Context: an optimization exercise on an open-source flow, tuned for small area, a short achievable clock period and few clock cycles. The choices shown serve that exercise and are no tape-out recipe. In this exercise RTL edits were held to simulation tests only and were not proved equivalent to the original.

// minimal_standard_lcg_stream
module minimal_standard_lcg_stream #(
	parameter int unsigned MAX_DIM = mslcg_pkg::MAX_DIM_DEF
) (
	input  logic                              clk,
	input  logic                              arst_n,
	input  logic                              cfg_valid,
	output logic                              cfg_ready,
	input  logic [mslcg_pkg::CFG_IDX_W-1:0]   cfg_index,
	input  logic [mslcg_pkg::CFG_DATA_W-1:0]  cfg_data,
	input  logic                              req_valid,
	output logic                              req_ready,
	input  logic [mslcg_pkg::CMD_W-1:0]       req_cmd,
	input  logic [mslcg_pkg::PATHS_W-1:0]     req_skip_paths,
	output logic                              rsp_valid,
	input  logic                              rsp_ready,
	output logic [mslcg_pkg::STATE_W-1:0]     rsp_sample,
	output logic                              rsp_last
);
	localparam int unsigned STATE_W = mslcg_pkg::STATE_W;
	localparam int unsigned DIM_W   = mslcg_pkg::DIM_W;
	localparam int unsigned PATHS_W = mslcg_pkg::PATHS_W;
	function automatic logic [4:0] skip_digit(input logic [4:0] k, input logic [2:0] d);
		case ({k, d})
			{5'd1, 3'd0}: skip_digit = 5'h00;
			{5'd1, 3'd1}: skip_digit = 5'h08;
			{5'd1, 3'd2}: skip_digit = 5'h0f;
			{5'd1, 3'd3}: skip_digit = 5'h0c;
			{5'd1, 3'd4}: skip_digit = 5'h0e;
			{5'd1, 3'd5}: skip_digit = 5'h19;
			{5'd1, 3'd6}: skip_digit = 5'h13;
			{5'd2, 3'd0}: skip_digit = 5'h00;
			{5'd2, 3'd1}: skip_digit = 5'h1f;
			{5'd2, 3'd2}: skip_digit = 5'h0d;
			{5'd2, 3'd3}: skip_digit = 5'h0a;
			{5'd2, 3'd4}: skip_digit = 5'h05;
			{5'd2, 3'd5}: skip_digit = 5'h03;
			{5'd2, 3'd6}: skip_digit = 5'h0a;
			{5'd3, 3'd0}: skip_digit = 5'h03;
			{5'd3, 3'd1}: skip_digit = 5'h0d;
			{5'd3, 3'd2}: skip_digit = 5'h0e;
			{5'd3, 3'd3}: skip_digit = 5'h0a;
			{5'd3, 3'd4}: skip_digit = 5'h02;
  ...
clock: 8.0 ns
lec_check: 0
cap_margin: 20
core_margin: 2
core_utilization: 45
cts_buf_list: sky130_fd_sc_hd__clkbuf_4 sky130_fd_sc_hd__clkbuf_8
cts_cluster_diameter: 100
cts_cluster_size: 30
setup_slack_margin: 3.0
slew_margin: 20
standard.sh (not shown) runs the stock make flow with config.mk's settings and CLKGATE_MAP_FILE= SYNTH_SCRIPT=/design/flow/synth_recipe.tcl, a recipe that flattens the netlist after the stock synthesis.
==> flow/flow/run.sh <==
#!/bin/bash
# The standard layout (standard.sh: the standard flow's synthesis and ORFS from floorplan to finish), with
# one change: the port buffers that global placement inserts are buf_1 cells instead of the
# cell buffer_ports picks by itself (clkdlybuf4s50_1, a delay cell of 10 um2).
set -e
export BUFFER_PORTS_ARGS="-buffer_cell sky130_fd_sc_hd__buf_1"
bash standard.sh > standard.log 2>&1
Testbench counts at the start, summed over its fixed seeds: cycles 9,787.
Next try:
CTS_CLUSTER_DIAMETER = unset   (was 100)
CTS_CLUSTER_SIZE = unset   (was 30)
SETUP_SLACK_MARGIN = 2.75   (was 3.0)
Sequential share of layout area is higher by 0.64 points.
Count of clock-buffer cells in the layout is unchanged.
Global-route usage stays flat.
Worst setup slack is worse by 280 ps.
First-iteration DRC count fell by 13%.
Via count came out lower by 1.1%.
Next try:
==> flow/run.sh (new file) <==
#!/bin/bash
# synth_recipe.tcl (not shown) runs the flow's synth.tcl, then flattens the netlist and writes it again
# the make line also repeats each setting of config.mk as NAME=value (left out here)
make -C /OpenROAD-flow-scripts/flow DESIGN_CONFIG=/design/flow/config.mk WORK_HOME=/design/flow/orfs CLKGATE_MAP_FILE= SYNTH_SCRIPT=/design/flow/synth_recipe.tcl finish
CORE_UTILIZATION = 55   (was 45)
CTS_BUF_LIST = unset   (was sky130_fd_sc_hd__clkbuf_4 sky130_fd_sc_hd__clkbuf_8)
SETUP_SLACK_MARGIN = 2.5   (was 2.75)
removed: flow/flow/run.sh
removed: flow/standard.sh
Outcome:
- The changed run finished with timing, DRC and antenna clean
- routed wire length drops by 3.8%
- flip-flop and latch count stays the same
- via count increases by 0.81%
- design area rises by 2.7%

==> what the ideal ports hide <==
The flow's constraints put no driver on any port. The routed layouts listed below were extracted and timed again, unchanged, in two steps. Step 1: set_driving_cell puts a clkbuf_16 on clk and a buf_2 on each other input, an assumption about the parent block. Step 2 times the ports against the registers' clock, not the clock port: input delays grow and output delays shrink by t, the midpoint of the rising clock arrivals with the driver on. Three values: no drivers, after step 1, after step 2; two values: the first two.
run	t (ns)	slack for setup (ns)	clock arrival spread, ns	slew at the worst register clock pin (ns)
the first run	0.511	3.009 / 3.009 / 2.825	0.020 / 0.020	0.10 / 0.10
the second run	0.510	2.732 / 2.732 / 2.732	0.023 / 0.023	0.11 / 0.11
the third run	0.479	2.516 / 2.516 / 2.504	0.023 / 0.022	0.08 / 0.08
After both steps every run listed still meets setup and hold. The setup slack of the first run, which loses most, moves by 0.000 ns with the drivers and by -0.184 ns with both steps.
